This is an optimization exercise on Yosys and OpenROAD, whose aim is small area, a short achievable clock period and few clock cycles, not a production implementation.
Only simulation tests tie the RTL to the original design; equivalence was not proved.
No activity file was given, so power comes from the tool's default toggle rates.

`design/flow/run.sh`:
```
#!/bin/bash
# synth_recipe.tcl (not shown) runs the flow's synth.tcl, then flattens the netlist and writes it again
# the make line also repeats each setting of config.mk as NAME=value (left out here)
make -C /OpenROAD-flow-scripts/flow DESIGN_CONFIG=/design/flow/config.mk WORK_HOME=/design/flow/orfs CLKGATE_MAP_FILE= SYNTH_SCRIPT=/design/flow/synth_recipe.tcl finish
```
`design/flow/config.mk`:
```
export PLATFORM = sky130hd
export DESIGN_NAME = request_queue_with_size_class_pool
export DESIGN_NICKNAME = request_queue_with_size_class_pool
export VERILOG_FILES = /design/flow/design.v
export SDC_FILE = /design/flow/constraint.sdc
export NUM_CORES = 4
export LEC_CHECK = 0
export CAP_MARGIN = 20
export CORE_MARGIN = 2
export CORE_UTILIZATION = 40
export SETUP_SLACK_MARGIN = 2.6
export SLEW_MARGIN = 20
export SYNTH_HIERARCHICAL = 1
export SYNTH_MINIMUM_KEEP_SIZE = 0
```
`design/flow/constraint.sdc`:
```
create_clock -name core_clock -period 5.0 [get_ports {clk}]
set_input_delay 1.0000 -clock core_clock [delete_from_list [all_inputs] [get_ports {clk}]]
set_output_delay 1.0000 -clock core_clock [all_outputs]
set_load 0.01 [all_outputs]
```
`design/flow/design.v`:
```
package rqscp_pkg;
    localparam int QUEUE_DEPTH    = 8;
    localparam int SMALL_BUFFERS  = 8;
    localparam int MEDIUM_BUFFERS = 4;
    localparam int LARGE_BUFFERS  = 2;
    localparam int CNT_W  = 4;
    localparam int IDX_W  = 3;
    localparam int CLS_W  = 2;
    localparam int LEN_W  = 16;
    localparam int DATA_W = 73;
    localparam int ENTRY_W = DATA_W + CLS_W + IDX_W;
    localparam int CFG_ADDR_W = 2;
    localparam int CFG_DATA_W = 16;
    localparam logic [LEN_W-1:0] SMALL_BYTES_RST  = 16'd64;
    localparam logic [LEN_W-1:0] MEDIUM_BYTES_RST = 16'd256;
    localparam logic [LEN_W-1:0] LARGE_BYTES_RST  = 16'd4096;
    localparam int S_TDATA_W = 80;
    localparam int S_TUSER_W = 2;
    localparam int M_TDATA_W = 88;
    localparam int M_TUSER_W = 2;
    localparam logic [1:0] ACT_ENQUEUE = 2'd0;
    localparam logic [1:0] ACT_DEQUEUE = 2'd1;
    localparam logic [1:0] ST_DONE  = 2'd0;
    localparam logic [1:0] ST_FULL  = 2'd1;
    localparam logic [1:0] ST_NOFIT = 2'd2;
    localparam logic [1:0] ST_EMPTY = 2'd3;
    localparam logic [1:0] CLS_SMALL  = 2'd0;
    localparam logic [1:0] CLS_MEDIUM = 2'd1;
    localparam logic [1:0] CLS_LARGE  = 2'd2;
endpackage
module rqscp_ctrl
(
    input  logic clk,
    input  logic rst_n,
    input  logic s_tvalid,
    output logic s_tready,
    output logic m_tvalid,
    input  logic m_tready,
    output logic accept,
    output logic exec,
    output logic busy
);
    logic busy_reg;
    logic pending_reg;
    assign exec     = busy_reg && (!pending_reg || m_tready);
    assign s_tready = !busy_reg || !pending_reg || m_tready;
    assign accept   = s_tvalid && s_tready;
    assign m_tvalid = pending_reg;
    assign busy     = busy_reg;
    always_ff @(posedge clk or negedge rst_n)
    begin
        if (!rst_n)
        begin
            busy_reg    <= 1'b0;
            pending_reg <= 1'b0;
        end
        else
        begin
            busy_reg    <= accept || (busy_reg && !exec);
            pending_reg <= exec || (pending_reg && !m_tready);
        end
    end
endmodule
module rqscp_dpath
(
    input  logic                                 clk,
    input  logic                                 rst_n,
    input  logic                                 accept,
    input  logic                                 exec,
    input  logic                                 busy,
    input  logic                                 s_tready,
    input  logic [rqscp_pkg::S_TUSER_W-1:0]      action,
    input  logic [rqscp_pkg::DATA_W-1:0]         din,
    input  logic                                 cfg_we,
    input  logic [rqscp_pkg::CFG_ADDR_W-1:0]     cfg_addr,
    input  logic [rqscp_pkg::CFG_DATA_W-1:0]     cfg_wdata,
    output logic [rqscp_pkg::M_TUSER_W-1:0]      status,
    output logic [rqscp_pkg::CNT_W-1:0]          entry_count,
    output logic                                 head_valid,
    output logic [rqscp_pkg::ENTRY_W-1:0]        head
);
    localparam int D  = rqscp_pkg::QUEUE_DEPTH;
    localparam int DW = rqscp_pkg::DATA_W;
    localparam int TW = rqscp_pkg::CLS_W + rqscp_pkg::IDX_W;
    localparam int LW = rqscp_pkg::LEN_W;
    function automatic logic le16(input logic [LW-1:0] a, input logic [LW-1:0] b);
        logic [15:0] g1, l1;
        logic [7:0]  g2, l2;
        logic [3:0]  g3, l3;
        logic [1:0]  g4, l4;
        g1 = a & ~b;
        l1 = ~a & b;
        for (int i = 0; i < 8; i++)
        begin
            g2[i] = g1[2*i+1] | (!l1[2*i+1] & g1[2*i]);
            l2[i] = l1[2*i+1] | (!g1[2*i+1] & l1[2*i]);
        end
        for (int i = 0; i < 4; i++)
        begin
            g3[i] = g2[2*i+1] | (!l2[2*i+1] & g2[2*i]);
            l3[i] = l2[2*i+1] | (!g2[2*i+1] & l2[2*i]);
        end
        for (int i = 0; i < 2; i++)
        begin
            g4[i] = g3[2*i+1] | (!l3[2*i+1] & g3[2*i]);
            l4[i] = l3[2*i+1] | (!g3[2*i+1] & l3[2*i]);
        end
        le16 = !(g4[1] | (!l4[1] & g4[0]));
    endfunction
    logic [LW-1:0] small_bytes_reg;
    logic [LW-1:0] medium_bytes_reg;
    logic [LW-1:0] large_bytes_reg;
    logic [1:0]    act_reg;
    logic [2:0]    le_reg;
    logic [DW-1:0]                        data_reg [0:D-1];
    logic [TW-1:0]                        tag_reg  [0:D-1];
    logic [DW-1:0]                        data_next [0:D-1];
    logic [TW-1:0]                        tag_next  [0:D-1];
    logic [rqscp_pkg::CNT_W-1:0]          cnt_reg;
    logic                                 ne_reg;
    logic [rqscp_pkg::M_TUSER_W-1:0]      status_reg;
    logic [rqscp_pkg::SMALL_BUFFERS-1:0]  small_used_reg;
    logic [rqscp_pkg::MEDIUM_BUFFERS-1:0] medium_used_reg;
    logic [rqscp_pkg::LARGE_BUFFERS-1:0]  large_used_reg;
    logic [2:0]                           free_reg;
    logic [rqscp_pkg::SMALL_BUFFERS-1:0]  small_used_next;
    logic [rqscp_pkg::MEDIUM_BUFFERS-1:0] medium_used_next;
    logic [rqscp_pkg::LARGE_BUFFERS-1:0]  large_used_next;
    logic [LW-1:0]               len;
    logic                        full;
    logic                        is_enq, is_deq;
    logic                        fit_s, fit_m, fit_l, fit;
    logic                        use_s, use_m, use_l;
    logic                        enq_ok, deq_ok, go_enq, go_deq;
    logic                        many;
    logic [rqscp_pkg::CNT_W-1:0] cnt_inc, cnt_dec;
    logic [rqscp_pkg::SMALL_BUFFERS-1:0]  small_take, small_give;
    logic [rqscp_pkg::MEDIUM_BUFFERS-1:0] medium_take, medium_give;
    logic [rqscp_pkg::LARGE_BUFFERS-1:0]  large_take, large_give;
    logic [rqscp_pkg::IDX_W-1:0] small_idx, medium_idx, pick_idx;
    logic [rqscp_pkg::CLS_W-1:0] pick_cls;
    logic [TW-1:0]               pick;
    logic [rqscp_pkg::IDX_W-1:0] head_idx;
    logic [rqscp_pkg::CLS_W-1:0] head_cls;
    logic [D-1:0]                at_cnt;
    logic [D-1:0]                above, at_park, at_last;
    logic [D-1:0]                ld_e, ld_l, up_l, hold_l, pk_l;
    logic [D-1:0]                d_up, d_ld, d_hold;
    logic [D-1:0]                t_up, t_pk, t_hold;
    assign len  = din[72:57];
    assign full = cnt_reg[3];
    always_ff @(posedge clk)
    begin
        if (s_tready)
        begin
            act_reg <= action;
            le_reg  <= {le16(len, large_bytes_reg), le16(len, medium_bytes_reg),
                        le16(len, small_bytes_reg)};
        end
    end
    always_comb
    begin
        small_take = '0;
        for (int i = rqscp_pkg::SMALL_BUFFERS - 1; i >= 0; i--)
            if (!small_used_reg[i]) small_take = 8'(1) << i;
        medium_take = '0;
        for (int i = rqscp_pkg::MEDIUM_BUFFERS - 1; i >= 0; i--)
            if (!medium_used_reg[i]) medium_take = 4'(1) << i;
        large_take = '0;
        for (int i = rqscp_pkg::LARGE_BUFFERS - 1; i >= 0; i--)
            if (!large_used_reg[i]) large_take = 2'(1) << i;
        small_idx  = {|small_take[7:4], |{small_take[7:6], small_take[3:2]},
                      |{small_take[7], small_take[5], small_take[3], small_take[1]}};
        medium_idx = {1'b0, |medium_take[3:2], medium_take[3] | medium_take[1]};
    end
    assign fit_s = le_reg[0] && free_reg[0];
    assign fit_m = le_reg[1] && free_reg[1];
    assign fit_l = le_reg[2] && free_reg[2];
    assign fit   = fit_s || fit_m || fit_l;
    assign use_s = fit_s;
    assign use_m = !fit_s && fit_m;
    assign use_l = !fit_s && !fit_m && fit_l;
    assign pick_cls = use_s ? rqscp_pkg::CLS_SMALL : (use_m ? rqscp_pkg::CLS_MEDIUM : rqscp_pkg::CLS_LARGE);
    assign pick_idx = ({3{use_s}} & small_idx) | ({3{use_m}} & medium_idx)
                    | {2'b00, use_l & large_take[1]};
    assign pick     = {pick_idx, pick_cls};
    assign is_enq = (act_reg == rqscp_pkg::ACT_ENQUEUE);
    assign is_deq = (act_reg == rqscp_pkg::ACT_DEQUEUE);
    assign enq_ok = is_enq && !full && fit;
    assign deq_ok = is_deq && ne_reg;
    assign go_enq = exec && enq_ok;
    assign go_deq = exec && deq_ok;
    assign many   = |cnt_reg[3:1];
    assign head_idx = tag_reg[0][TW-1 -: rqscp_pkg::IDX_W];
    assign head_cls = tag_reg[0][rqscp_pkg::CLS_W-1:0];
    always_comb
    begin
        small_give  = (head_cls == rqscp_pkg::CLS_SMALL)  ? 8'(1) << head_idx : '0;
        medium_give = (head_cls == rqscp_pkg::CLS_MEDIUM) ? 4'(1) << head_idx[1:0] : '0;
        large_give  = (head_cls[1]) ? 2'(1) << head_idx[0] : '0;
    end
    assign small_used_next  = (small_used_reg & ~({8{go_deq}} & small_give))
                            | ({8{go_enq && use_s}} & small_take);
    assign medium_used_next = (medium_used_reg & ~({4{go_deq}} & medium_give))
                            | ({4{go_enq && use_m}} & medium_take);
    assign large_used_next  = (large_used_reg & ~({2{go_deq}} & large_give))
                            | ({2{go_enq && use_l}} & large_take);
    always_ff @(posedge clk or negedge rst_n)
    begin
        if (!rst_n)
        begin
            small_bytes_reg  <= rqscp_pkg::SMALL_BYTES_RST;
            medium_bytes_reg <= rqscp_pkg::MEDIUM_BYTES_RST;
            large_bytes_reg  <= rqscp_pkg::LARGE_BYTES_RST;
        end
        else if (cfg_we)
        begin
            case (cfg_addr)
                2'd0: small_bytes_reg  <= cfg_wdata;
                2'd1: medium_bytes_reg <= cfg_wdata;
                2'd2: large_bytes_reg  <= cfg_wdata;
                default:
                begin
                end
            endcase
        end
    end
    always_ff @(posedge clk or negedge rst_n)
    begin
        if (!rst_n)
        begin
            cnt_reg         <= '0;
            ne_reg          <= 1'b0;
            status_reg      <= rqscp_pkg::ST_DONE;
            small_used_reg  <= '0;
            medium_used_reg <= '0;
            large_used_reg  <= '0;
            free_reg        <= '1;
        end
        else
        begin
            if (exec)
            begin
                if (is_enq)
                    status_reg <= full ? rqscp_pkg::ST_FULL
                                : (fit ? rqscp_pkg::ST_DONE : rqscp_pkg::ST_NOFIT);
                else if (is_deq)
                    status_reg <= ne_reg ? rqscp_pkg::ST_DONE : rqscp_pkg::ST_EMPTY;
                else
                    status_reg <= rqscp_pkg::ST_DONE;
            end
            if (go_enq)
            begin
                cnt_reg <= cnt_inc;
                ne_reg  <= 1'b1;
            end
            else if (go_deq)
            begin
                cnt_reg <= cnt_dec;
                ne_reg  <= many;
            end
            small_used_reg  <= small_used_next;
            medium_used_reg <= medium_used_next;
            large_used_reg  <= large_used_next;
            free_reg        <= {!(&large_used_next), !(&medium_used_next), !(&small_used_next)};
        end
    end
    assign cnt_inc = cnt_reg + 1'b1;
    assign cnt_dec = cnt_reg - 1'b1;
    always_comb
    begin
        for (int i = 0; i < D; i++)
        begin
            at_cnt[i]  = (cnt_reg == 4'(i));
            above[i]   = (cnt_reg < 4'(i)) && (i > 1 || cnt_reg != 4'd0);
            at_park[i] = (i == 1) ? (at_cnt[0] || at_cnt[1]) : at_cnt[i];
            at_last[i] = (i < D - 1) ? at_cnt[i + 1] : full;
        end
        for (int i = 0; i < D; i++)
        begin
            ld_e[i] = (i > 0) && (above[i] || (at_park[i] && !(busy && enq_ok)));
            ld_l[i] = (i > 0) && ((at_park[i] && at_cnt[0] && enq_ok)
                                  || (at_last[i] && deq_ok));
            up_l[i] = deq_ok && (i < D - 1) && (cnt_reg > 4'(i + 1));
            pk_l[i] = enq_ok && at_cnt[i];
        end
        up_l[0]   = (deq_ok && many) || (enq_ok && at_cnt[0]);
        pk_l[0]   = enq_ok && at_cnt[0];
        hold_l    = ld_l | up_l;
    end
    for (genvar i = 0; i < D; i++)
    begin : g_selects
        if (i == 0)
        begin : g_head
            assign d_ld[0] = 1'b0;
            rqscp_and2 u_up
            (
                .a (exec),
                .b (up_l[0]),
                .y (d_up[0])
            );
            rqscp_hold u_hold
            (
                .e (!ne_reg),
                .x (exec),
                .l (deq_ok),
                .y (d_hold[0])
            );
            rqscp_and2 u_pk
            (
                .a (exec),
                .b (pk_l[0]),
                .y (t_pk[0])
            );
            rqscp_and2 u_tup
            (
                .a (exec),
                .b (deq_ok && many),
                .y (t_up[0])
            );
            assign t_hold[0] = d_hold[0];
        end
        else
        begin : g_rest
            rqscp_ldor u_ld
            (
                .e (ld_e[i]),
                .x (exec),
                .l (ld_l[i]),
                .y (d_ld[i])
            );
            rqscp_and2 u_up
            (
                .a (exec),
                .b (up_l[i]),
                .y (d_up[i])
            );
            rqscp_hold u_hold
            (
                .e (ld_e[i]),
                .x (exec),
                .l (hold_l[i]),
                .y (d_hold[i])
            );
            rqscp_and2 u_pk
            (
                .a (exec),
                .b (pk_l[i]),
                .y (t_pk[i])
            );
            assign t_up[i] = d_up[i];
            rqscp_hold u_thold
            (
                .e (1'b0),
                .x (exec),
                .l (up_l[i] || pk_l[i]),
                .y (t_hold[i])
            );
        end
    end
    for (genvar i = 0; i < D; i++)
    begin : g_slot
        for (genvar b = 0; b < DW; b++)
        begin : g_data
            if (i == 0)
            begin : g_head
                rqscp_sel2 u_sel
                (
                    .b  (data_reg[1][b]),
                    .sb (d_up[0]),
                    .c  (data_reg[0][b]),
                    .sc (d_hold[0]),
                    .y  (data_next[0][b])
                );
            end
            else if (i == D - 1)
            begin : g_last
                rqscp_sel2 u_sel
                (
                    .b  (din[b]),
                    .sb (d_ld[i]),
                    .c  (data_reg[i][b]),
                    .sc (d_hold[i]),
                    .y  (data_next[i][b])
                );
            end
            else
            begin : g_mid
                rqscp_sel3 u_sel
                (
                    .a  (data_reg[i + 1][b]),
                    .sa (d_up[i]),
                    .b  (din[b]),
                    .sb (d_ld[i]),
                    .c  (data_reg[i][b]),
                    .sc (d_hold[i]),
                    .y  (data_next[i][b])
                );
            end
        end
        for (genvar b = 0; b < TW; b++)
        begin : g_tag
            if (i == D - 1)
            begin : g_last
                rqscp_sel2 u_sel
                (
                    .b  (pick[b]),
                    .sb (t_pk[i]),
                    .c  (tag_reg[i][b]),
                    .sc (t_hold[i]),
                    .y  (tag_next[i][b])
                );
            end
            else
            begin : g_mid
                rqscp_sel3 u_sel
                (
                    .a  (tag_reg[i + 1][b]),
                    .sa (t_up[i]),
                    .b  (pick[b]),
                    .sb (t_pk[i]),
                    .c  (tag_reg[i][b]),
                    .sc (t_hold[i]),
                    .y  (tag_next[i][b])
                );
            end
        end
    end
    always_ff @(posedge clk)
    begin
        for (int i = 0; i < D; i++)
        begin
            data_reg[i] <= data_next[i];
            tag_reg[i]  <= tag_next[i];
        end
    end
    assign status      = status_reg;
    assign entry_count = cnt_reg;
    assign head_valid  = ne_reg;
    assign head        = {tag_reg[0], data_reg[0]};
endmodule
module rqscp_sel3
(
    input  logic a,
    input  logic sa,
    input  logic b,
    input  logic sb,
    input  logic c,
    input  logic sc,
    output logic y
);
    assign y = (a & sa) | (b & sb) | (c & sc);
endmodule
module rqscp_sel2
(
    input  logic b,
    input  logic sb,
    input  logic c,
    input  logic sc,
    output logic y
);
    assign y = (b & sb) | (c & sc);
endmodule
module rqscp_and2
(
    input  logic a,
    input  logic b,
    output logic y
);
    assign y = a & b;
endmodule
module rqscp_ldor
(
    input  logic e,
    input  logic x,
    input  logic l,
    output logic y
);
    assign y = e | (x & l);
endmodule
module rqscp_hold
(
    input  logic e,
    input  logic x,
    input  logic l,
    output logic y
);
    assign y = !e & !(x & l);
endmodule
module request_queue_with_size_class_pool
(
    input  logic                                 clk,
    input  logic                                 rst_n,
    input  logic                                 s_tvalid,
    output logic                                 s_tready,
    input  logic [rqscp_pkg::S_TDATA_W-1:0]      s_tdata,
    input  logic [rqscp_pkg::S_TUSER_W-1:0]      s_tuser,
    output logic                                 m_tvalid,
    input  logic                                 m_tready,
    output logic [rqscp_pkg::M_TDATA_W-1:0]      m_tdata,
    output logic [rqscp_pkg::M_TUSER_W-1:0]      m_tuser,
    input  logic                                 cfg_we,
    input  logic [rqscp_pkg::CFG_ADDR_W-1:0]     cfg_addr,
    input  logic [rqscp_pkg::CFG_DATA_W-1:0]     cfg_wdata
);
    logic                                 accept;
    logic                                 exec;
    logic                                 busy;
    logic [rqscp_pkg::CNT_W-1:0]          entry_count;
    logic                                 head_valid;
    logic [rqscp_pkg::ENTRY_W-1:0]        head;
    rqscp_ctrl u_ctrl
    (
        .clk      (clk),
        .rst_n    (rst_n),
        .s_tvalid (s_tvalid),
        .s_tready (s_tready),
        .m_tvalid (m_tvalid),
        .m_tready (m_tready),
        .accept   (accept),
        .exec     (exec),
        .busy     (busy)
    );
    rqscp_dpath u_dpath
    (
        .clk         (clk),
        .rst_n       (rst_n),
        .accept      (accept),
        .exec        (exec),
        .busy        (busy),
        .s_tready    (s_tready),
        .action      (s_tuser),
        .din         (s_tdata[rqscp_pkg::DATA_W-1:0]),
        .cfg_we      (cfg_we),
        .cfg_addr    (cfg_addr),
        .cfg_wdata   (cfg_wdata),
        .status      (m_tuser),
        .entry_count (entry_count),
        .head_valid  (head_valid),
        .head        (head)
    );
    assign m_tdata = {5'd0, head, head_valid, entry_count};
endmodule
```
==> summary.txt, run 1 <==
Power and ir drop
  • Pwr/cell area: 769 mW/mm^2
  • Seq pwr share: 37.5%
  • Highest ir drop seen on vdd: 398 uV
  • Int Pwr: 16.1 mW
  • Share of power burned in the clock network: 23.2%
  • Comb power frac: 39.3%
  • Sw Ratio: 37.6%
  • Pleak: 15.7 nW
  • Net Switching: 9.69 mW

Global routing
  • GRT Total Usage: 24.2%
  • Global-route wire length before repair: 126,000 um
  • Largest net degree at the start of global routing: 79
  • Global route overflow: 0
  • Vias in the first global route: 21.2k
  • Initial antenna violation count: 3

Clock network
  • TritonCTS Buffers: 75
  • Clock H-tree levels: 3
  • Clock Tree Root: clkbuf_16
  • TritonCTS clock tree: built
  • Sink Count: 703
  • Clk Latency, worst-skew pair: 0.65 ns
  • Clock transition at path regs: 0.07 ns
  • Clk buf depth: 3

Final layout
  • Commonest non-fill, non-tap cells in the layout: dfxtp_1 (615), inv_1 (494), a222oi_1 (473), a22o_1 (151), clkbuf_16 (97)
  • Nets: 2,754
  • Max reg flops: 584
  • Fill cells: 5,404
  • Area of the multi-input gates: 0.00952 sq mm
  • Share of cells above drive strength 1: 18.4%
  • P&R area growth vs syn: 32.2%
  • Most common cell after layout, fill and taps aside: dfxtp_1
  • Area taken by flip-flops and latches: 0.0145 sq mm

Placed design
  • Port Buffer Count: 184
  • HPWL after detailed placement: 42,100 um
  • GP Congestion: 0.822

Timing
  • Final Hold Viols: 0
  • Final Setup Violations: 0
  • Period utilization: 49.8%
  • RSZ-0062 raised after global routing: true
  • Worst-margin pin slew: 1.10 ns
  • Fmax achieved: 0.401 GHz
  • Shortest period the worst path allows: 2.49 ns
  • Max Slew Vio Count: 0
  • Setup Skew: 0.0365 ns
  • Hold WS: 0.352 ns
  • TNS Setup: 0 ns
  • Slew HR: 26.3%

Setup path
  • Reg-to-Reg Start: u_dpath.act_reg[0]$_DFFE_PP_
  • Startpoint types: flop
  • Reg-to-reg endpoint: u_dpath.data_reg[3][36]$_DFF_P_
  • Kind of cell adding the most delay to the critical path: simple AND/OR/NAND/NOR gates
  • Critical path's slowest cell: edfxtp_1
  • Worst Path Required: 5.53 ns
  • CP Class: reg2reg
  • Crit-path max cell delay: 0.43 ns
  • Worst R2R Setup Slack: 2.51 ns
  • Arrival @ worst endpoint: 3.03 ns
  • R2R depth: 11
  • Crit path top cell by count: nand3_4
  • CP cell instances: buf_6 > nor3_4 > and2_4 > nand3_4 > inv_4 > nand3_4 > nand2_4 > a21oi_4 > clkbuf_16 > a222oi_1 > inv_1
  • CP Max Fanout: 18
  • Worst Path Buf+Inv: 4
  • CP Capture Type: flop

Outcome
  • Status: no timing/DRC/antenna violations

Detailed routing
  • 1st-pass router iterations: 11
  • Vias: 22.3k
  • 1st-iter DRT viols: 5,074
  • Via/cell ratio: 6.27
  • Routed wire length: 92,100 um
  • Residual DRC count: 0
  • Post-DRT Antenna Nets: 0
  • DR WL/cell: 25.9 um

Floorplanning
  • Row count: 92
  • Die height: 256 um
  • IO Count: 197
  • Die X: 256 um
  • Initial Utilization: 40.3%
  • Placeable Area: 0.0629 sq mm
  • Total die area: 0.0654 sq mm

Run
  • Max Cap Viol: 0

Synth
  • YS warnings: 14
  • Syn_area_per_cell: 11.3 sq um
  • Synth Cell Area: 0.0253 sq mm
  • Synth Instances: 2,238

Worst hold path
  • HP Class: in2async
==> routing by layer <==
| layer | global-route usage [%] | part of all wire [%] |
|---|---|---|
| met1 | 31.2 | 40 |
| met2 | 40.8 | 46 |
| met3 | 4.69 | 10 |
| met4 | 7.93 | 3.6 |
| met5 | 0 | 0.0065 |
==> worst max-delay path by stage <==
stage / startpoint / end / depth (start not counted)
3_5_place_dp: m_tready / u_dpath.free_reg[0]$_DFF_PN1_ / 10
3_3_place_gp: m_tready / u_dpath.free_reg[0]$_DFF_PN1_ / 10
4_1_cts: u_dpath.cnt_reg[1]$_DFFE_PN0P_ / u_dpath.data_reg[6][49]$_DFF_P_ / 8
6_report: u_dpath.act_reg[0]$_DFFE_PP_ / u_dpath.data_reg[3][36]$_DFF_P_ / 11
5_1_grt: u_dpath.act_reg[0]$_DFFE_PP_ / u_dpath.data_reg[3][62]$_DFF_P_ / 11
2_1_floorplan: m_tready / u_dpath.free_reg[0]$_DFF_PN1_ / 9
==> final cells by class <==
class,count,area share [%]
clock inverter,31,1.34
timing repair inverter,1,0.0187
tap,846,3.16
multi-input combinational,1033,28.4
clock buffer,107,6.78
sequential,703,43.4
inverter,503,5.70
antenna,1,0.00747
timing repair buffer,328,11.2
==> worst register-to-register path: stages (launching register included) <==
cell and delay (ns):
edfxtp_1 0.43, buf_6 0.16, nor3_4 0.19, and2_4 0.25, nand3_4 0.13, inv_4 0.10, nand3_4 0.11, nand2_4 0.18
a21oi_4 0.14, clkbuf_16 0.28, a222oi_1 0.37, inv_1 0.08
==> per-stage QoR <==
step | instance area [sq um] | util, % | instances | total power [mW] | worst slack [ns]
final | 33500 | 53.3 | 3553 | 25.7 | 2.51
after global routing | 33500 | 53.3 | 3552 | 26.9 | 2.41
after CTS | 32200 | 51.3 | 3482 | 24.0 | 2.55
after detailed placement | 28700 | 45.7 | 3289 | 17.2 | 1.21
after global placement | 28700 | 45.7 | 3289 | 16.8 | 1.28
after floorplan | 25500 | - | 2248 | 14.2 | 2.09
==> power groups by stage <==
stage	sequential, mW	clock [mW]	combinational [mW]
finish	9.65	5.98	10.1
global route	9.87	6.31	10.7
CTS	9.56	6.05	8.43
detailed placement	9.68	0	7.48
global placement	9.58	0	7.24
floorplan	9.26	0	4.90
==> timing repair <==
action / in CTS / in global routing
pin swaps: 10 / 39
resized for setup: 259 / 93
setup buffers: 37 / 38
endpoints found under the setup margin: 729 / 532
gates cloned: 18 / 31
endpoints found under the hold margin: 0 / 0
hold buffers: 0 / 0
Testbench counts, summed over its fixed seeds: cycles 12,016.
==> run 2, diff against run 1 <==
==> design/flow/flow/run.sh (new file) <==
#!/bin/bash
set -euo pipefail
bash standard.sh "BUFFER_PORTS_ARGS=-buffer_cell sky130_fd_sc_hd__buf_2" finish > standard_flow.log 2>&1
==> design/flow/standard.sh (new file) <==
#!/bin/bash
# synth_recipe.tcl (not shown) runs the flow's synth.tcl, then flattens the netlist and writes it again
# the make line also repeats each setting of config.mk as NAME=value (left out here)
make -C /OpenROAD-flow-scripts/flow DESIGN_CONFIG=/design/flow/config.mk WORK_HOME=/design/flow/orfs CLKGATE_MAP_FILE= SYNTH_SCRIPT=/design/flow/synth_recipe.tcl "${@:-finish}"
--- a/design/flow/config.mk
+++ b/design/flow/config.mk
@@ -7,7 +7,7 @@
 export LEC_CHECK = 0
 export CAP_MARGIN = 20
 export CORE_MARGIN = 2
-export CORE_UTILIZATION = 40
+export CORE_UTILIZATION = 50
 export SETUP_SLACK_MARGIN = 2.6
 export SLEW_MARGIN = 20
 export SYNTH_HIERARCHICAL = 1
removed: design/flow/run.sh
==> run 2 against run 1 <==
  * Core utilization increased by 11 points
  * Die area is 20% lower
  * Critical path depth is 1 lower
  * Final area decreased by 4.2%
  * Cell count fell by 5.5%
  * Hold slack better by 0.042 ns
  * Total power decreased by 0.27%
  * Critical path type unchanged
  * Count of clock-buffer cells in the layout is the same
  * Register-to-register slack worse by 0.07 ns
  * Via count is 3.0% higher
  * First-iteration DRC count up 13%
  * Flip-flop and latch count unchanged
==> summary.txt, run 2 <==
Detailed routing
  • Post-DRT Antenna Nets: 0 (unchanged)
  • Routed wire length: 97,500 um (+5.9%)
  • 1st-pass router iterations: 14 (+3)
  • Vias: 23.0k (+3.0%)
  • DR WL/cell: 29.1 um (+12%)
  • 1st-iter DRT viols: 5,728 (+13%)
  • Residual DRC count: 0 (unchanged)
  • Via/cell ratio: 6.84 (+9.0%)

Timing
  • Worst-margin pin slew: 1.04 ns (-0.0588 ns)
  • Final Setup Violations: 0 (unchanged)
  • Shortest period the worst path allows: 2.56 ns (+0.0721 ns)
  • Setup Skew: 0.0187 ns (-0.0178 ns)
  • Slew HR: 30.2% (+3.9 points)
  • Final Hold Viols: 0 (unchanged)
  • Period utilization: 51.3% (+1.4 points)
  • RSZ-0062 raised after global routing: true
  • TNS Setup: 0 ns (unchanged)
  • Max Slew Vio Count: 0 (unchanged)
  • Fmax achieved: 0.390 GHz (-2.8%)

Floorplanning
  • Row count: 82 (-11%)
  • Die height: 229 um (-10%)
  • Initial Utilization: 50.6% (+10 points)
  • IO Count: 197 (unchanged)
  • Die X: 229 um (-10%)
  • Placeable Area: 0.0501 sq mm (-20%)
  • Total die area: 0.0525 sq mm (-20%)

Clock network
  • Clk Latency, worst-skew pair: 0.61 ns (-0.04 ns)
  • Clk buf depth: 3 (unchanged)
  • Clock Tree Root: clkbuf_16
  • TritonCTS Buffers: 72 (-4.0%)
  • Clock transition at path regs: 0.06 ns (about the same)
  • Sink Count: 703 (unchanged)
  • Hold buffers post-CTS: 0 (unchanged)
  • TritonCTS clock tree: built
  • Clock H-tree levels: 3 (unchanged)

Run
  • Max Cap Viol: 0 (unchanged)

Global routing
  • Vias in the first global route: 20.8k (-2.2%)
  • Initial antenna violation count: 7 (+4)
  • GRT Total Usage: 29.9% (+5.7 points)
  • Global-route wire length before repair: 123,000 um (-2.2%)
  • Largest net degree at the start of global routing: 79 (unchanged)
  • Global route overflow: 0 (unchanged)

Setup path
  • Crit path top cell by count: nand2_1
  • CP Class: reg2reg
  • Reg-to-reg endpoint: u_dpath.data_reg[2][39]$_DFF_P_
  • Kind of cell adding the most delay to the critical path: simple AND/OR/NAND/NOR gates
  • CP Max Fanout: 73 (+55)
  • Crit-path max cell delay: 0.56 ns (+0.13 ns)
  • Reg-to-Reg Start: u_dpath.cnt_reg[3]$_DFFE_PN0P_
  • R2R depth: 10 (-1)
  • CP cell instances: buf_4 > nor2_4 > nand2_2 > nor2_1 > nand2_1 > nand2_1 > a21oi_4 > buf_12 > a222oi_1 > inv_1
  • Arrival @ worst endpoint: 3.05 ns (+0.02 ns)
  • CP Capture Type: flop
  • Worst Path Required: 5.49 ns (-0.04 ns)
  • Critical path's slowest cell: dfrtp_4
  • Worst R2R Setup Slack: 2.44 ns (-0.07 ns)
  • Startpoint types: flop
  • Worst Path Buf+Inv: 3 (-1)

Placed design
  • Port Buffer Count: 184 (unchanged)
  • Cells after DPL: 3,104 (-5.6%)
  • GP Congestion: 0.866 (+5.3%)
  • HPWL after detailed placement: 38,300 um (-9.1%)

Final layout
  • Nets: 2,731 (-0.84%)
  • Share of cells above drive strength 1: 22.6% (+4.2 points)
  • Max reg flops: 584 (unchanged)
  • Commonest non-fill, non-tap cells in the layout: dfxtp_1 (623), inv_1 (497), a222oi_1 (473), buf_2 (175), a22o_1 (151)
  • Post-route insts no fill: 3,356 (-5.5%)
  • P&R area growth vs syn: 26.6%
  • Most common cell after layout, fill and taps aside: dfxtp_1

Power and ir drop
  • Sw Ratio: 39.1% (+1.4 points)
  • Net Switching: 10.0 mW (+3.5%)
  • Comb power frac: 40.6% (+1.3 points)
  • Seq pwr share: 37.6% (about the same)
  • Pleak: 15.3 nW (-2.8%)
  • Int Pwr: 15.7 mW (-2.5%)
  • Share of power burned in the clock network: 21.8% (-1.4 points)
  • Highest ir drop seen on vdd: 489 uV (+23%)
  • Pwr/cell area: 800 mW/mm^2 (+4.1%)

Synth
  • YS warnings: 14 (unchanged)
  • Synth Cell Area: 0.0253 sq mm (unchanged)
  • Syn_area_per_cell: 11.3 sq um (unchanged)
  • Synth Instances: 2,238 (unchanged)

Outcome
  • Status: no timing/DRC/antenna violations

Worst hold path
  • HP Class: in2async
[run 2: final cells by class]
| cell class | instances | area (sq um) |
|---|---|---|
| antenna | 8 | 20.0 |
| clock buffer | 107 | 2280 |
| clock inverter | 21 | 205 |
| fill | 4001 | 18000 |
| inverter | 503 | 1910 |
| multi-input combinational | 1034 | 9410 |
| sequential | 703 | 14500 |
| tap | 672 | 841 |
| timing repair buffer | 308 | 2900 |
[run 2: per-stage QoR]
stage	power (mW)	cell area (sq um)	hold slack, ns	util [%]	setup slack (ns)
detailed placement	16.9	27500	0.451	54.8	1.64
global placement	16.6	27500	0.450	54.8	1.67
finish	25.7	32100	0.395	64.1	2.44
global route	26.5	32100	0.422	64.0	2.42
CTS	23.0	30500	0.471	60.9	2.39
floorplan	14.2	25500	0.442	-	2.09
[run 2: worst max path at each step]
stage                              startpoint                               to  slack [ns]  depth (start not counted)
3_5_place_dp                         m_tready    u_dpath.free_reg[0]$_DFF_PN1_        1.64                         10
6_report       u_dpath.cnt_reg[3]$_DFFE_PN0P_  u_dpath.data_reg[2][39]$_DFF_P_        2.44                         10
3_3_place_gp                         m_tready    u_dpath.free_reg[0]$_DFF_PN1_        1.67                         10
2_1_floorplan                        m_tready    u_dpath.free_reg[0]$_DFF_PN1_        2.09                          9
4_1_cts           u_dpath.le_reg[0]$_DFFE_PP_   u_dpath.data_reg[7][7]$_DFF_P_        2.39                          7
5_1_grt        u_dpath.cnt_reg[3]$_DFFE_PN0P_  u_dpath.data_reg[2][12]$_DFF_P_        2.42                         10
[run 2: per-layer routing]
metal / share of wire [%] / track usage, % / vias up
met5: 0.028 / 0 / -
met4: 4.3 / 11.7 / 4
met3: 13 / 6.29 / 295
met2: 44 / 48.2 / 1649
met1: 39 / 39.6 / 11400
li1: - / - / 9650
[run 2: power groups by stage]
stage                     sequential, mW  clock, mW  combinational, mW
after global routing                9.86       5.86               10.8
after detailed placement            9.64          0               7.27
after floorplan                     9.26          0               4.90
after CTS                           9.56       5.62               7.81
after global placement              9.54          0               7.03
final                               9.67       5.59               10.4
[run 2: repair_timing]
| item | in CTS | in global routing |
|---|---|---|
| gates cloned | 16 | 44 |
| resized for setup | 75 | 83 |
| setup buffers | 12 | 44 |
| pin swaps | 3 | 38 |
| endpoints found under the setup margin | 616 | 600 |
==> run 3, diff against run 2 <==
--- a/design/flow/design.v
+++ b/design/flow/design.v
@@ -38,11 +38,13 @@
     input  logic m_tready,
     output logic accept,
     output logic exec,
+    output logic go,
     output logic busy
 );
     logic busy_reg;
     logic pending_reg;
-    assign exec     = busy_reg && (!pending_reg || m_tready);
+    assign go       = !pending_reg || m_tready;
+    assign exec     = busy_reg && go;
     assign s_tready = !busy_reg || !pending_reg || m_tready;
     assign accept   = s_tvalid && s_tready;
     assign m_tvalid = pending_reg;
@@ -67,6 +69,7 @@
     input  logic                                 rst_n,
     input  logic                                 accept,
     input  logic                                 exec,
+    input  logic                                 go,
     input  logic                                 busy,
     input  logic                                 s_tready,
     input  logic [rqscp_pkg::S_TUSER_W-1:0]      action,
@@ -82,6 +85,7 @@
     localparam int D  = rqscp_pkg::QUEUE_DEPTH;
     localparam int DW = rqscp_pkg::DATA_W;
     localparam int TW = rqscp_pkg::CLS_W + rqscp_pkg::IDX_W;
+    localparam int CW = 4;
     localparam int LW = rqscp_pkg::LEN_W;
     function automatic logic le16(input logic [LW-1:0] a, input logic [LW-1:0] b);
         logic [15:0] g1, l1;
@@ -112,10 +116,16 @@
     logic [LW-1:0] large_bytes_reg;
     logic [1:0]    act_reg;
     logic [2:0]    le_reg;
+    logic          enq_nf_reg;
+    logic          full_next;
     logic [DW-1:0]                        data_reg [0:D-1];
-    logic [TW-1:0]                        tag_reg  [0:D-1];
+    logic [TW-1:0]                        tag0_reg;
+    logic [CW-1:0]                        code_reg [1:D-1];
+    logic [TW-1:0]                        tag1_dec;
+    logic [CW-1:0]                        pick_code;
     logic [DW-1:0]                        data_next [0:D-1];
-    logic [TW-1:0]                        tag_next  [0:D-1];
+    logic [TW-1:0]                        tag0_next;
+    logic [CW-1:0]                        code_next [1:D-1];
     logic [rqscp_pkg::CNT_W-1:0]          cnt_reg;
     logic                                 ne_reg;
     logic [rqscp_pkg::M_TUSER_W-1:0]      status_reg;
@@ -153,7 +163,8 @@
     begin
         if (s_tready)
         begin
-            act_reg <= action;
+            act_reg    <= action;
+            enq_nf_reg <= (action == rqscp_pkg::ACT_ENQUEUE) && !full_next;
             le_reg  <= {le16(len, large_bytes_reg), le16(len, medium_bytes_reg),
                         le16(len, small_bytes_reg)};
         end
@@ -184,15 +195,26 @@
     assign pick_idx = ({3{use_s}} & small_idx) | ({3{use_m}} & medium_idx)
                     | {2'b00, use_l & large_take[1]};
     assign pick     = {pick_idx, pick_cls};
+    assign pick_code = use_s ? {1'b0, small_idx}
+                     : (use_m ? {2'b10, medium_idx[1:0]} : {3'b110, large_take[1]});
+    always_comb
+    begin
+        if (!code_reg[1][3])
+            tag1_dec = {code_reg[1][2:0], rqscp_pkg::CLS_SMALL};
+        else if (!code_reg[1][2])
+            tag1_dec = {1'b0, code_reg[1][1:0], rqscp_pkg::CLS_MEDIUM};
+        else
+            tag1_dec = {2'b00, code_reg[1][0], rqscp_pkg::CLS_LARGE};
+    end
     assign is_enq = (act_reg == rqscp_pkg::ACT_ENQUEUE);
     assign is_deq = (act_reg == rqscp_pkg::ACT_DEQUEUE);
-    assign enq_ok = is_enq && !full && fit;
+    assign enq_ok = enq_nf_reg && fit;
     assign deq_ok = is_deq && ne_reg;
     assign go_enq = exec && enq_ok;
     assign go_deq = exec && deq_ok;
     assign many   = |cnt_reg[3:1];
-    assign head_idx = tag_reg[0][TW-1 -: rqscp_pkg::IDX_W];
-    assign head_cls = tag_reg[0][rqscp_pkg::CLS_W-1:0];
+    assign head_idx = tag0_reg[TW-1 -: rqscp_pkg::IDX_W];
+    assign head_cls = tag0_reg[rqscp_pkg::CLS_W-1:0];
     always_comb
     begin
         small_give  = (head_cls == rqscp_pkg::CLS_SMALL)  ? 8'(1) << head_idx : '0;
@@ -265,6 +287,7 @@
             free_reg        <= {!(&large_used_next), !(&medium_used_next), !(&small_used_next)};
         end
     end
+    assign full_next = go_enq ? at_cnt[D - 1] : (full && !go_deq);
     assign cnt_inc = cnt_reg + 1'b1;
     assign cnt_dec = cnt_reg - 1'b1;
     always_comb
@@ -279,13 +302,13 @@
         for (int i = 0; i < D; i++)
         begin
             ld_e[i] = (i > 0) && (above[i] || (at_park[i] && !(busy && enq_ok)));
-            ld_l[i] = (i > 0) && ((at_park[i] && at_cnt[0] && enq_ok)
-                                  || (at_last[i] && deq_ok));
-            up_l[i] = deq_ok && (i < D - 1) && (cnt_reg > 4'(i + 1));
-            pk_l[i] = enq_ok && at_cnt[i];
+            ld_l[i] = busy && (i > 0) && ((at_park[i] && at_cnt[0] && enq_ok)
+                                          || (at_last[i] && deq_ok));
+            up_l[i] = busy && deq_ok && (i < D - 1) && (cnt_reg > 4'(i + 1));
+            pk_l[i] = busy && enq_ok && at_cnt[i];
         end
-        up_l[0]   = (deq_ok && many) || (enq_ok && at_cnt[0]);
-        pk_l[0]   = enq_ok && at_cnt[0];
+        up_l[0]   = busy && ((deq_ok && many) || (enq_ok && at_cnt[0]));
+        pk_l[0]   = busy && enq_ok && at_cnt[0];
         hold_l    = ld_l | up_l;
     end
     for (genvar i = 0; i < D; i++)
@@ -295,27 +318,27 @@
             assign d_ld[0] = 1'b0;
             rqscp_and2 u_up
             (
-                .a (exec),
+                .a (go),
                 .b (up_l[0]),
                 .y (d_up[0])
             );
             rqscp_hold u_hold
             (
                 .e (!ne_reg),
-                .x (exec),
-                .l (deq_ok),
+                .x (go),
+                .l (busy && deq_ok),
                 .y (d_hold[0])
             );
             rqscp_and2 u_pk
             (
-                .a (exec),
+                .a (go),
                 .b (pk_l[0]),
                 .y (t_pk[0])
             );
             rqscp_and2 u_tup
             (
-                .a (exec),
-                .b (deq_ok && many),
+                .a (go),
+                .b (busy && deq_ok && many),
                 .y (t_up[0])
             );
             assign t_hold[0] = d_hold[0];
@@ -325,26 +348,26 @@
             rqscp_ldor u_ld
             (
                 .e (ld_e[i]),
-                .x (exec),
+                .x (go),
                 .l (ld_l[i]),
                 .y (d_ld[i])
             );
             rqscp_and2 u_up
             (
-                .a (exec),
+                .a (go),
                 .b (up_l[i]),
                 .y (d_up[i])
             );
             rqscp_hold u_hold
             (
                 .e (ld_e[i]),
-                .x (exec),
+                .x (go),
                 .l (hold_l[i]),
                 .y (d_hold[i])
             );
             rqscp_and2 u_pk
             (
-                .a (exec),
+                .a (go),
                 .b (pk_l[i]),
                 .y (t_pk[i])
             );
@@ -352,7 +375,7 @@
             rqscp_hold u_thold
             (
                 .e (1'b0),
-                .x (exec),
+                .x (go),
                 .l (up_l[i] || pk_l[i]),
                 .y (t_hold[i])
             );
@@ -398,46 +421,65 @@
                 );
             end
         end
-        for (genvar b = 0; b < TW; b++)
-        begin : g_tag
-            if (i == D - 1)
-            begin : g_last
-                rqscp_sel2 u_sel
-                (
-                    .b  (pick[b]),
-                    .sb (t_pk[i]),
-                    .c  (tag_reg[i][b]),
-                    .sc (t_hold[i]),
-                    .y  (tag_next[i][b])
-                );
-            end
-            else
-            begin : g_mid
+        if (i == 0)
+        begin : g_tag0
+            for (genvar b = 0; b < TW; b++)
+            begin : g_bit
                 rqscp_sel3 u_sel
                 (
-                    .a  (tag_reg[i + 1][b]),
-                    .sa (t_up[i]),
+                    .a  (tag1_dec[b]),
+                    .sa (t_up[0]),
                     .b  (pick[b]),
-                    .sb (t_pk[i]),
-                    .c  (tag_reg[i][b]),
-                    .sc (t_hold[i]),
-                    .y  (tag_next[i][b])
+                    .sb (t_pk[0]),
+                    .c  (tag0_reg[b]),
+                    .sc (t_hold[0]),
+                    .y  (tag0_next[b])
                 );
             end
         end
+        else
+        begin : g_code
+            for (genvar b = 0; b < CW; b++)
+            begin : g_bit
+                if (i == D - 1)
+                begin : g_last
+                    rqscp_sel2 u_sel
+                    (
+                        .b  (pick_code[b]),
+                        .sb (t_pk[i]),
+                        .c  (code_reg[i][b]),
+                        .sc (t_hold[i]),
+                        .y  (code_next[i][b])
+                    );
+                end
+                else
+                begin : g_mid
+                    rqscp_sel3 u_sel
+                    (
+                        .a  (code_reg[i + 1][b]),
+                        .sa (t_up[i]),
+                        .b  (pick_code[b]),
+                        .sb (t_pk[i]),
+                        .c  (code_reg[i][b]),
+                        .sc (t_hold[i]),
+                        .y  (code_next[i][b])
+                    );
+                end
+            end
+        end
     end
     always_ff @(posedge clk)
     begin
+        tag0_reg <= tag0_next;
         for (int i = 0; i < D; i++)
-        begin
             data_reg[i] <= data_next[i];
-            tag_reg[i]  <= tag_next[i];
-        end
+        for (int i = 1; i < D; i++)
+            code_reg[i] <= code_next[i];
     end
     assign status      = status_reg;
     assign entry_count = cnt_reg;
     assign head_valid  = ne_reg;
-    assign head        = {tag_reg[0], data_reg[0]};
+    assign head        = {tag0_reg, data_reg[0]};
 endmodule
 module rqscp_sel3
 (
@@ -505,6 +547,7 @@
 );
     logic                                 accept;
     logic                                 exec;
+    logic                                 go;
     logic                                 busy;
     logic [rqscp_pkg::CNT_W-1:0]          entry_count;
     logic                                 head_valid;
@@ -519,6 +562,7 @@
         .m_tready (m_tready),
         .accept   (accept),
         .exec     (exec),
+        .go       (go),
         .busy     (busy)
     );
     rqscp_dpath u_dpath
@@ -527,6 +571,7 @@
         .rst_n       (rst_n),
         .accept      (accept),
         .exec        (exec),
+        .go          (go),
         .busy        (busy),
         .s_tready    (s_tready),
         .action      (s_tuser),
--- a/design/flow/config.mk
+++ b/design/flow/config.mk
@@ -7,8 +7,10 @@
 export LEC_CHECK = 0
 export CAP_MARGIN = 20
 export CORE_MARGIN = 2
-export CORE_UTILIZATION = 50
-export SETUP_SLACK_MARGIN = 2.6
+export CORE_UTILIZATION = 45
+export CTS_CLUSTER_DIAMETER = 80
+export CTS_CLUSTER_SIZE = 20
+export SETUP_SLACK_MARGIN = 2.65
 export SLEW_MARGIN = 20
 export SYNTH_HIERARCHICAL = 1
 export SYNTH_MINIMUM_KEEP_SIZE = 0
==> run 3 against run 2 <==
  * Non-clock buffer count is 23 higher
  * Flip-flop and latch count is 6 lower
  * Highest routed layer unchanged
  * Cell count is 0.92% higher
==> summary.txt, run 3 <==
Placed design
  • HPWL after detailed placement: 41,700 um (+8.9%)
  • GP Congestion: 0.812 (-6.2%)
  • Port Buffer Count: 184 (unchanged)

Clock network
  • Clk buf depth: 3 (unchanged)
  • Clock transition at path regs: 0.07 ns (about the same)
  • Sink Count: 697 (-0.85%)
  • TritonCTS clock tree: built
  • Hold buffers post-CTS: 0 (unchanged)
  • Clock H-tree levels: 2 (-1)
  • Clock Tree Root: clkbuf_16
  • Clk Latency, worst-skew pair: 0.60 ns (about the same)
  • TritonCTS Buffers: 42 (-42%)

Global routing
  • Global-route wire length before repair: 124,000 um (+0.45%)
  • Largest net degree at the start of global routing: 78 (-1.3%)
  • Initial antenna violation count: 6 (-1)
  • GRT Total Usage: 27.6% (-2.4 points)
  • Vias in the first global route: 20.5k (-1.5%)
  • Global route overflow: 0 (unchanged)

Timing
  • Fmax achieved: 0.415 GHz (+6.5%)
  • RSZ-0062 raised after global routing: true
  • Max Slew Vio Count: 0 (unchanged)
  • Worst-margin pin slew: 1.15 ns (+0.103 ns)
  • Setup Skew: 0.0136 ns (-0.00509 ns)
  • Final Hold Viols: 0 (unchanged)
  • Final Setup Violations: 0 (unchanged)
  • Slew HR: 22.8% (-7.4 points)
  • Hold WS: 0.471 ns (+0.0760 ns)
  • TNS Setup: 0 ns (unchanged)
  • Period utilization: 48.1% (-3.1 points)
  • Shortest period the worst path allows: 2.41 ns (-0.157 ns)

Detailed routing
  • DR WL/cell: 26.3 um (-9.3%)
  • Routed wire length: 89,200 um (-8.5%)
  • Vias: 22.1k (-3.7%)
  • 1st-pass router iterations: 15 (+1)
  • Via/cell ratio: 6.52 (-4.6%)
  • Post-DRT Antenna Nets: 0 (unchanged)
  • Top sig layer: met5
  • Met1 WL: 35,800 um (-5.3%)
  • 1st-iter DRT viols: 4,904 (-14%)
  • WL met2: 40,900 um (-4.5%)
  • Residual DRC count: 0 (unchanged)
  • Met3 wire len: 9200 um (-28%)

Setup path
  • Worst Path Required: 4.00 ns (-1.49 ns)
  • Arrival @ worst endpoint: 1.41 ns (-1.64 ns)
  • CP Capture Type: output pin
  • CP Class: in2out
  • CP Max Fanout: 2 (-97%)
  • Startpoint types: primary input

Final layout
  • Area taken by flip-flops and latches: 0.0144 sq mm (-0.74%)
  • Fill cells: 4,599 (+15%)
  • Area of the multi-input gates: 0.00959 sq mm (+2.0%)
  • Most common cell after layout, fill and taps aside: dfxtp_1
  • Share of cells above drive strength 1: 22.1% (-0.50 points)
  • P&R area growth vs syn: 23.0%
  • Max reg flops: 584 (unchanged)
  • Commonest non-fill, non-tap cells in the layout: dfxtp_1 (613), inv_1 (494), a222oi_1 (467), buf_2 (173), a22o_1 (151)
  • Nets: 2,733 (+0.073%)

Floorplanning
  • Total die area: 0.0579 sq mm (+10%)
  • Placeable Area: 0.0552 sq mm (+10%)
  • Row count: 86 (+4.9%)
  • Initial Utilization: 45.7% (-4.9 points)
  • Die height: 241 um (+5.0%)
  • IO Count: 197 (unchanged)
  • Die X: 241 um (+5.0%)

Synth
  • Synth Instances: 2,245 (+0.31%)
  • Syn_area_per_cell: 11.2 sq um (-0.84%)
  • Synth Cell Area: 0.0252 sq mm (-0.53%)
  • YS warnings: 14 (unchanged)

Worst hold path
  • HP Class: reg2reg

Run
  • Max Cap Viol: 0 (unchanged)

Power and ir drop
  • Highest ir drop seen on vdd: 400 uV (-18%)
  • Pleak: 14.8 nW (-3.4%)
  • Pwr/cell area: 772 mW/mm^2 (-3.5%)

Outcome
  • Status: no timing/DRC/antenna violations
==> run 3: final cells by class <==
cell class | instances | area share, %
sequential | 697 | 46.5
multi-input combinational | 1052 | 30.9
timing repair buffer | 331 | 9.40
inverter | 500 | 6.09
clock buffer | 50 | 3.83
tap | 748 | 3.02
clock inverter | 7 | 0.242
antenna | 2 | 0.0161
==> run 3: path summary, 6_finish.rpt <==
path,from,end,slack [ns],cells after the start
max,m_tready,s_tready,2.59,3
max reg2reg,u_dpath.cnt_reg[3]$_DFFE_PN0P_,u_dpath.data_reg[6][25]$_DFF_P_,2.61,10
min reg2reg,u_dpath.data_reg[0][32]$_DFF_P_,u_dpath.data_reg[0][32]$_DFF_P_,0.47,1
min in group asynchronous,rst_n,u_dpath.medium_used_reg[0]$_DFF_PN0_,0.62,2
max in group asynchronous,rst_n,u_dpath.cnt_reg[3]$_DFFE_PN0P_,3.62,2
min,u_dpath.data_reg[0][32]$_DFF_P_,u_dpath.data_reg[0][32]$_DFF_P_,0.47,1
==> run 3: report_power, final <==
part	total (mW)	switching [mW]	internal, mW
combinational	10.4	6.00	4.44
clock	3.63	1.89	1.74
sequential	9.89	1.61	8.28
==> run 3: per-stage QoR <==
| stage | instance area (sq um) | util, % | setup slack [ns] | total power [mW] | instances |
|---|---|---|---|---|---|
| final | 31000 | 56.2 | 2.59 | 23.9 | 3387 |
| after global placement | 27400 | 49.7 | 1.58 | 17.3 | 3195 |
| after detailed placement | 27400 | 49.7 | 1.51 | 17.7 | 3195 |
| after CTS | 30000 | 54.4 | 2.51 | 22.7 | 3333 |
| after floorplan | 25400 | - | 2.21 | 14.7 | 2255 |
| after global routing | 31000 | 56.2 | 2.49 | 25.1 | 3387 |
==> run 3: critical path, stage by stage <==
cell,delay (ns)
buf_8,0.09
nand3b_1,0.16
buf_2,0.15
==> run 3: routing by layer <==
metal	global-route usage, %	vias up
met1	37.3	10900
met4	10.8	8
met5	0	-
met3	3.74	213
met2	44.8	1339
li1	-	9622
==> run 3: repair_timing <==
| action | in CTS | in global routing |
|---|---|---|
| endpoints found under the setup margin | 639 | 582 |
| gates cloned | 20 | 21 |
| buffers inserted | 61 | 30 |
| resized for setup | 141 | 80 |
| pin swaps | 21 | 40 |
Testbench counts of run 3, summed over its fixed seeds: cycles 12,016.
==> run 4, diff against run 3 <==
--- a/design/flow/config.mk
+++ b/design/flow/config.mk
@@ -7,10 +7,10 @@
 export LEC_CHECK = 0
 export CAP_MARGIN = 20
 export CORE_MARGIN = 2
-export CORE_UTILIZATION = 45
+export CORE_UTILIZATION = 40
 export CTS_CLUSTER_DIAMETER = 80
 export CTS_CLUSTER_SIZE = 20
-export SETUP_SLACK_MARGIN = 2.65
+export SETUP_SLACK_MARGIN = 2.75
 export SLEW_MARGIN = 20
 export SYNTH_HIERARCHICAL = 1
 export SYNTH_MINIMUM_KEEP_SIZE = 0
==> run 4 against run 3 <==
  * Maximum frequency fell by 10%
  * Still clean
  * Sequential power rose by 1%
  * Clock power fell by 1%
  * Setup slack got worse by 0.28 ns
  * Final area rose by 9.2%
  * Critical path type is now reg2reg
  * Synthesized area did not move
  * Largest power group unchanged
  * Wire length rose by 35%
==> summary.txt, run 4 <==
Clock network
  • TritonCTS clock tree: built
  • Clk buf depth: 3 (unchanged)
  • Clk Latency, worst-skew pair: 0.64 ns (+0.04 ns)
  • Hold buffers post-CTS: 0 (unchanged)
  • Clock H-tree levels: 2 (unchanged)
  • Sink Count: 697 (unchanged)
  • Clock transition at path regs: 0.08 ns (about the same)
  • TritonCTS Buffers: 41 (-2.4%)
  • Clock Tree Root: clkbuf_16

Timing
  • Final Setup Violations: 0 (unchanged)
  • Shortest period the worst path allows: 2.69 ns (+0.280 ns)
  • Final Hold Viols: 0 (unchanged)
  • Setup Skew: 0.0356 ns (+0.0220 ns)
  • Slew HR: 20.7% (-2.1 points)
  • RSZ-0062 raised after global routing: true
  • Fin worst setup slack: 2.31 ns (-0.280 ns)
  • TNS Setup: 0 ns (unchanged)
  • Worst-margin pin slew: 1.19 ns (+0.0436 ns)
  • Max Slew Vio Count: 0 (unchanged)
  • Fmax achieved: 0.372 GHz (-10%)
  • Period utilization: 53.8% (+5.6 points)

Placed design
  • Pre-CTS setup slack: 1.55 ns (+0.0381 ns)
  • Port Buffer Count: 184 (unchanged)
  • Cells after DPL: 3,272 (+2.4%)
  • Placed Instance Area: 0.0274 sq mm (about the same)
  • HPWL after detailed placement: 39,300 um (-5.8%)
  • GP Congestion: 0.844 (+3.9%)

Setup path
  • Crit-path max cell delay: 0.60 ns (+0.44 ns)
  • CP cell instances: nand2_8 > nand2_4 > inv_4 > nand2_4 > nand3_4 > buf_6 > a21oi_2 > nor2_4 > a21oi_4 > buf_8 > buf_16 > buf_4 > a222oi_1 > inv_1
  • Reg-to-reg endpoint: u_dpath.data_reg[6][23]$_DFF_P_
  • Critical path's slowest cell: dfstp_2
  • Startpoint types: flop
  • Worst Path Required: 5.58 ns (+1.58 ns)
  • Reg-to-Reg Start: u_dpath.free_reg[0]$_DFF_PN1_
  • CP Max Fanout: 9 (+7)
  • Worst R2R Setup Slack: 2.31 ns (-0.30 ns)
  • Crit path top cell by count: nand2_4
  • CP Capture Type: flop
  • CP Class: reg2reg
  • Arrival @ worst endpoint: 3.26 ns (+1.85 ns)
  • R2R depth: 14 (+4)

Power and ir drop
  • Highest ir drop seen on vdd: 459 uV (+15%)
  • Pwr/cell area: 843 mW/mm^2 (+9.2%)
  • Pleak: 16.0 nW (+8.2%)

Final layout
  • Post-route insts no fill: 3,637 (+7.4%)
  • Most common cell after layout, fill and taps aside: dfxtp_1
  • Commonest non-fill, non-tap cells in the layout: dfxtp_1 (611), inv_1 (491), a222oi_1 (467), buf_2 (172), a22o_1 (151)
  • Max reg flops: 584 (unchanged)
  • Final Core Density: 54.0% (-2.2 points)
  • Finished Cell Area: 0.0339 sq mm (+9.2%)
  • P&R area growth vs syn: 34.4%
  • Share of cells above drive strength 1: 27.0% (+4.9 points)
  • Nets: 2,876 (+5.2%)

Floorplanning
  • Initial Utilization: 40.2% (-5.5 points)
  • IO Count: 197 (unchanged)
  • Placeable Area: 0.0627 sq mm (+14%)
  • Row count: 92 (+7.0%)
  • Die X: 255 um (+6.0%)
  • Total die area: 0.0650 sq mm (+12%)
  • Die height: 255 um (+6.0%)

Global routing
  • Initial antenna violation count: 13 (+7)
  • Global route overflow: 0 (unchanged)
  • GRT Total Usage: 32.2% (+4.7 points)
  • Largest net degree at the start of global routing: 78 (unchanged)
  • Vias in the first global route: 22.7k (+11%)
  • Global-route wire length before repair: 154,000 um (+24%)

Run
  • Max Cap Viol: 0 (unchanged)

Worst hold path
  • HP Start: u_dpath.data_reg[0][17]$_DFF_P_
  • Hold Path Depth: 1 (unchanged)
  • Hold EP: u_dpath.data_reg[0][17]$_DFF_P_
  • HP Class: reg2reg

Outcome
  • Status: no timing/DRC/antenna violations

Synth
  • Synth Cell Area: 0.0252 sq mm (unchanged)
  • Syn_area_per_cell: 11.2 sq um (unchanged)
  • YS warnings: 14 (unchanged)
  • Synth Instances: 2,245 (unchanged)

Detailed routing
  • Residual DRC count: 0 (unchanged)
  • Post-DRT Antenna Nets: 0 (unchanged)
  • 1st-iter DRT viols: 6,934 (+41%)
  • DR WL/cell: 33.0 um (+25%)
  • Via/cell ratio: 6.90 (+5.8%)
  • 1st-pass router iterations: 21 (+6)
  • Vias: 25.1k (+14%)
  • Routed wire length: 120,000 um (+35%)
-- run 4: cell types whose count changed in the layout (fill, tap and decap cells not counted), sizes merged, moves of 2 or more --
cell,previous run,this run
and2,29,46
bufbuf,1,3
buf,315,408
a21o,15,47
diode,2,14
a21oi,49,47
-- run 4: worst max path at each step --
stage / start / to / slack, ns / cells after the start
global placement: m_tready / u_dpath.free_reg[0]$_DFF_PN1_ / 1.68 / 8
finish: u_dpath.free_reg[0]$_DFF_PN1_ / u_dpath.data_reg[6][23]$_DFF_P_ / 2.31 / 14
CTS: u_dpath.free_reg[0]$_DFF_PN1_ / u_dpath.data_reg[2][9]$_DFF_P_ / 2.54 / 13
global route: u_dpath.free_reg[0]$_DFF_PN1_ / u_dpath.data_reg[3][46]$_DFF_P_ / 2.30 / 14
floorplan: m_tready / u_dpath.tag0_reg[0]$_DFF_P_ / 2.21 / 4
detailed placement: m_tready / u_dpath.free_reg[1]$_DFF_PN1_ / 1.55 / 10
-- run 4: power breakdown --
group | switching, mW | internal [mW]
clock network | 1.97 | 1.61
registers | 1.71 | 8.28
logic | 8.52 | 6.47
-- run 4: final cells by class --
class | instances | area, sq um
diodes | 14 | 35.0
clock buffers | 48 | 1130
clock inverters | 5 | 55.1
fillers | 5122 | 28900
inverters | 500 | 1900
multi-input cells | 1100 | 10300
flip-flops and latches | 697 | 14400
well taps | 846 | 1060
repair buffers | 427 | 4920
-- run 4: metal layers --
layer	share of wire [%]	GRT usage, %	wire (um)
met4	8.6	22.0	10300
met5	0.16	0.677	195
met2	41	47.7	49200
met3	16	10.2	19300
met1	34	40.0	41200
-- run 4: per-stage QoR --
stage          total power [mW]  hold WS [ns]
2_1_floorplan              14.7         0.442
3_3_place_gp               17.2         0.448
3_5_place_dp               17.6         0.448
4_1_cts                    25.5         0.473
5_1_grt                    29.1         0.491
6_report                   28.6         0.470
-- run 4: repair_timing --
action                     CTS  global route
buffers inserted           112            56
setup endpoints to repair  645           621
gates cloned                92            38
pin swaps                   87            87
resized for setup          251           112
hold endpoints to repair     0             0
-- run 4: worst max-delay path: cells and delay by family (launching register included) --
kind	cells	cell delay, ns
DFF	1	0.60
buffers and inverters	6	0.88
AOI/OAI and AO/OA	3	0.66
and+or+nand+nor	5	0.49
==> run 5, diff against run 4 <==
--- a/design/flow/config.mk
+++ b/design/flow/config.mk
@@ -7,10 +7,10 @@
 export LEC_CHECK = 0
 export CAP_MARGIN = 20
 export CORE_MARGIN = 2
-export CORE_UTILIZATION = 40
+export CORE_UTILIZATION = 50
 export CTS_CLUSTER_DIAMETER = 80
 export CTS_CLUSTER_SIZE = 20
-export SETUP_SLACK_MARGIN = 2.75
+export SETUP_SLACK_MARGIN = 2.6
 export SLEW_MARGIN = 20
 export SYNTH_HIERARCHICAL = 1
 export SYNTH_MINIMUM_KEEP_SIZE = 0
==> run 5 against run 4 <==
  * Total power shrank 15%
  * Synthesized cell count did not move
  * Setup slack better by 0.18 ns
  * Critical path type unchanged
  * Largest cell class unchanged
==> summary.txt, run 5 <==
Final layout
  • Max reg flops: 584 (unchanged)
  • Post-route insts no fill: 3,301 (-9.2%)
  • Area taken by flip-flops and latches: 0.0144 sq mm (about the same)
  • Area of the multi-input gates: 0.00962 sq mm (-7.0%)
  • Share of cells above drive strength 1: 21.5% (-5.5 points)
  • Fill cells: 4,115 (-20%)
  • Commonest non-fill, non-tap cells in the layout: dfxtp_1 (615), inv_1 (494), a222oi_1 (467), buf_2 (173), a22o_1 (151)
  • P&R area growth vs syn: 22.5%
  • Most common cell after layout, fill and taps aside: dfxtp_1
  • Final Core Density: 61.8% (+7.8 points)
  • Nets: 2,728 (-5.1%)

Power and ir drop
  • Pwr/cell area: 788 mW/mm^2 (-6.5%)
  • Pleak: 14.7 nW (-8.0%)
  • Highest ir drop seen on vdd: 433 uV (-5.6%)

Timing
  • Final Hold Viols: 0 (unchanged)
  • Fin worst setup slack: 2.49 ns (+0.180 ns)
  • Worst-margin pin slew: 1.04 ns (-0.145 ns)
  • Slew HR: 30.3% (+9.7 points)
  • RSZ-0062 raised after global routing: true
  • Setup Skew: 0.0249 ns (-0.0107 ns)
  • TNS Setup: 0 ns (unchanged)
  • Max Slew Vio Count: 0 (unchanged)
  • Shortest period the worst path allows: 2.51 ns (-0.180 ns)
  • Period utilization: 50.1% (-3.6 points)
  • Final Setup Violations: 0 (unchanged)
  • Fmax achieved: 0.399 GHz (+7.2%)
  • Hold WS: 0.471 ns (+0.00147 ns)

Synth
  • Syn_area_per_cell: 11.2 sq um (unchanged)
  • YS warnings: 14 (unchanged)
  • Synth Cell Area: 0.0252 sq mm (unchanged)
  • Synth Instances: 2,245 (unchanged)

Floorplanning
  • Die X: 229 um (-10%)
  • Initial Utilization: 50.4% (+10 points)
  • IO Count: 197 (unchanged)
  • Total die area: 0.0522 sq mm (-20%)
  • Row count: 82 (-11%)
  • Die height: 229 um (-10%)
  • Placeable Area: 0.0500 sq mm (-20%)

Detailed routing
  • 1st-iter DRT viols: 5,683 (-18%)
  • Post-DRT Antenna Nets: 0 (unchanged)
  • Via/cell ratio: 6.80 (-1.5%)
  • Residual DRC count: 0 (unchanged)
  • Vias: 22.5k (-11%)
  • 1st-pass router iterations: 15 (-29%)
  • DR WL/cell: 28.2 um (-15%)
  • Routed wire length: 93,000 um (-23%)

Worst hold path
  • Hold Path Depth: 1 (unchanged)
  • HP Class: reg2reg

Global routing
  • Global-route wire length before repair: 125,000 um (-19%)
  • Global route overflow: 0 (unchanged)
  • Vias in the first global route: 20.6k (-9.1%)
  • GRT Total Usage: 30.6% (-1.6 points)
  • Largest net degree at the start of global routing: 78 (unchanged)
  • Initial antenna violation count: 7 (-6)

Placed design
  • GP Congestion: 0.828 (-1.9%)
  • Cells after DPL: 3,112 (-4.9%)
  • Port Buffer Count: 184 (unchanged)
  • HPWL after detailed placement: 39,400 um (+0.19%)
  • Pre-CTS setup slack: 1.59 ns (+0.0412 ns)

Clock network
  • Clock Tree Root: clkbuf_16
  • Clock transition at path regs: 0.09 ns (about the same)
  • Clk buf depth: 3 (unchanged)
  • TritonCTS Buffers: 40 (-2.4%)
  • Clock H-tree levels: 2 (unchanged)
  • Sink Count: 697 (unchanged)
  • TritonCTS clock tree: built
  • Clk Latency, worst-skew pair: 0.61 ns (-0.03 ns)

Run
  • Max Cap Viol: 0 (unchanged)

Setup path
  • Startpoint types: flop
  • Worst Path Required: 5.49 ns (-0.09 ns)
  • R2R depth: 13 (-1)
  • CP Class: reg2reg
  • CP Max Fanout: 9 (unchanged)
  • Arrival @ worst endpoint: 3.00 ns (-0.26 ns)
  • CP Capture Type: flop

Outcome
  • Status: no timing/DRC/antenna violations
==> run 5: cell types whose count changed in the layout (fill, tap and decap cells not counted), moves of 12 or more <==
cell     before  now
buf_12       67   26
buf_6        48   15
a21o_4       41   12
and2_4       32    8
buf_16       37   13
diode_2      14    2
==> run 5: worst paths after layout <==
| check | to | slack, ns | from |
|---|---|---|---|
| worst min-delay path | u_dpath.data_reg[0][27]$_DFF_P_ | 0.47 | u_dpath.data_reg[0][27]$_DFF_P_ |
| worst max-delay path | u_dpath.data_reg[2][4]$_DFF_P_ | 2.49 | u_dpath.free_reg[0]$_DFF_PN1_ |
| worst max register to register | u_dpath.data_reg[2][4]$_DFF_P_ | 2.49 | u_dpath.free_reg[0]$_DFF_PN1_ |
| max in group asynchronous | u_dpath.large_bytes_reg[12]$_DFFE_PN1P_ | 3.44 | rst_n |
| min in group asynchronous | u_dpath.small_used_reg[1]$_DFF_PN0_ | 0.49 | rst_n |
| worst min register to register | u_dpath.data_reg[0][27]$_DFF_P_ | 0.47 | u_dpath.data_reg[0][27]$_DFF_P_ |
==> run 5: repair_timing <==
item | in CTS | in global routing
resized for setup | 103 | 100
setup endpoints to repair | 637 | 533
pin swaps | 12 | 44
gates cloned | 23 | 35
buffers inserted | 41 | 38
hold buffers | 0 | 0
==> run 5: per-stage QoR <==
| step | cell area, sq um | total power [mW] |
|---|---|---|
| finish | 30900 | 24.3 |
| global placement | 27400 | 17.4 |
| CTS | 29600 | 22.4 |
| detailed placement | 27400 | 17.8 |
| floorplan | 25400 | 14.7 |
| global route | 30900 | 25.3 |
==> run 5: power breakdown <==
| part | internal [mW] | switching, mW | total (mW) | leakage [nW] |
|---|---|---|---|---|
| clock | 1.46 | 1.85 | 3.31 | 0.517 |
| sequential | 8.28 | 1.61 | 9.89 | 6.10 |
| combinational | 4.64 | 6.50 | 11.1 | 8.09 |
==> run 5: metal layers <==
layer	routed length, um	vias up	track usage, %
li1	-	9638	-
met1	36700	11000	40.7
met2	41500	1527	48.9
met3	11000	231	6.25
met4	3840	8	12.3
met5	55	-	0
==> run 5: area by class of cell <==
type                            instances  share of cell area (%)
Sequential cell                       697                    46.7
Multi-Input combinational cell       1055                    31.2
Timing Repair Buffer                  325                    9.84
Inverter                              500                    6.13
Clock buffer                           47                    3.33
Tap cell                              672                    2.72
Clock inverter                          3                  0.0973
Antenna cell                            2                  0.0162
==> run 5: worst max-delay path, stage by stage (launching register included) <==
cell and delay, ns:
dfstp_2 0.59, nand2_8 0.06, nand2_4 0.08, inv_6 0.05, nand2_4 0.07, and3_4 0.23
nand3_4 0.09, o21ai_4 0.21, a21oi_4 0.11, buf_12 0.19, buf_4 0.14, clkbuf_16 0.19
a222oi_1 0.29, inv_1 0.07

[what the ideal ports hide]
How much do the figures lean on ideal ports? The routed layouts below were timed once more, with nothing changed but the port constraints. Step 1: set_driving_cell puts a clkbuf_16 on clk and a buf_2 on each other input, an assumption about the parent block. Step 2 times the ports against the registers' clock, not the clock port: input delays grow and output delays shrink by t, the midpoint of the rising clock arrivals with the driver on. Three values: ideal ports, drivers, drivers and shift; two values: the first two.
run	t, ns	setup slack, ns
run 1	0.688	2.508 / 2.508 / 1.967
run 2	0.665	2.436 / 2.436 / 1.921
run 3	0.650	2.593 / 2.551 / 2.007
run 4	0.689	2.312 / 2.312 / 1.751
run 5	0.654	2.493 / 2.493 / 1.892
After both steps every run listed still meets setup and hold.
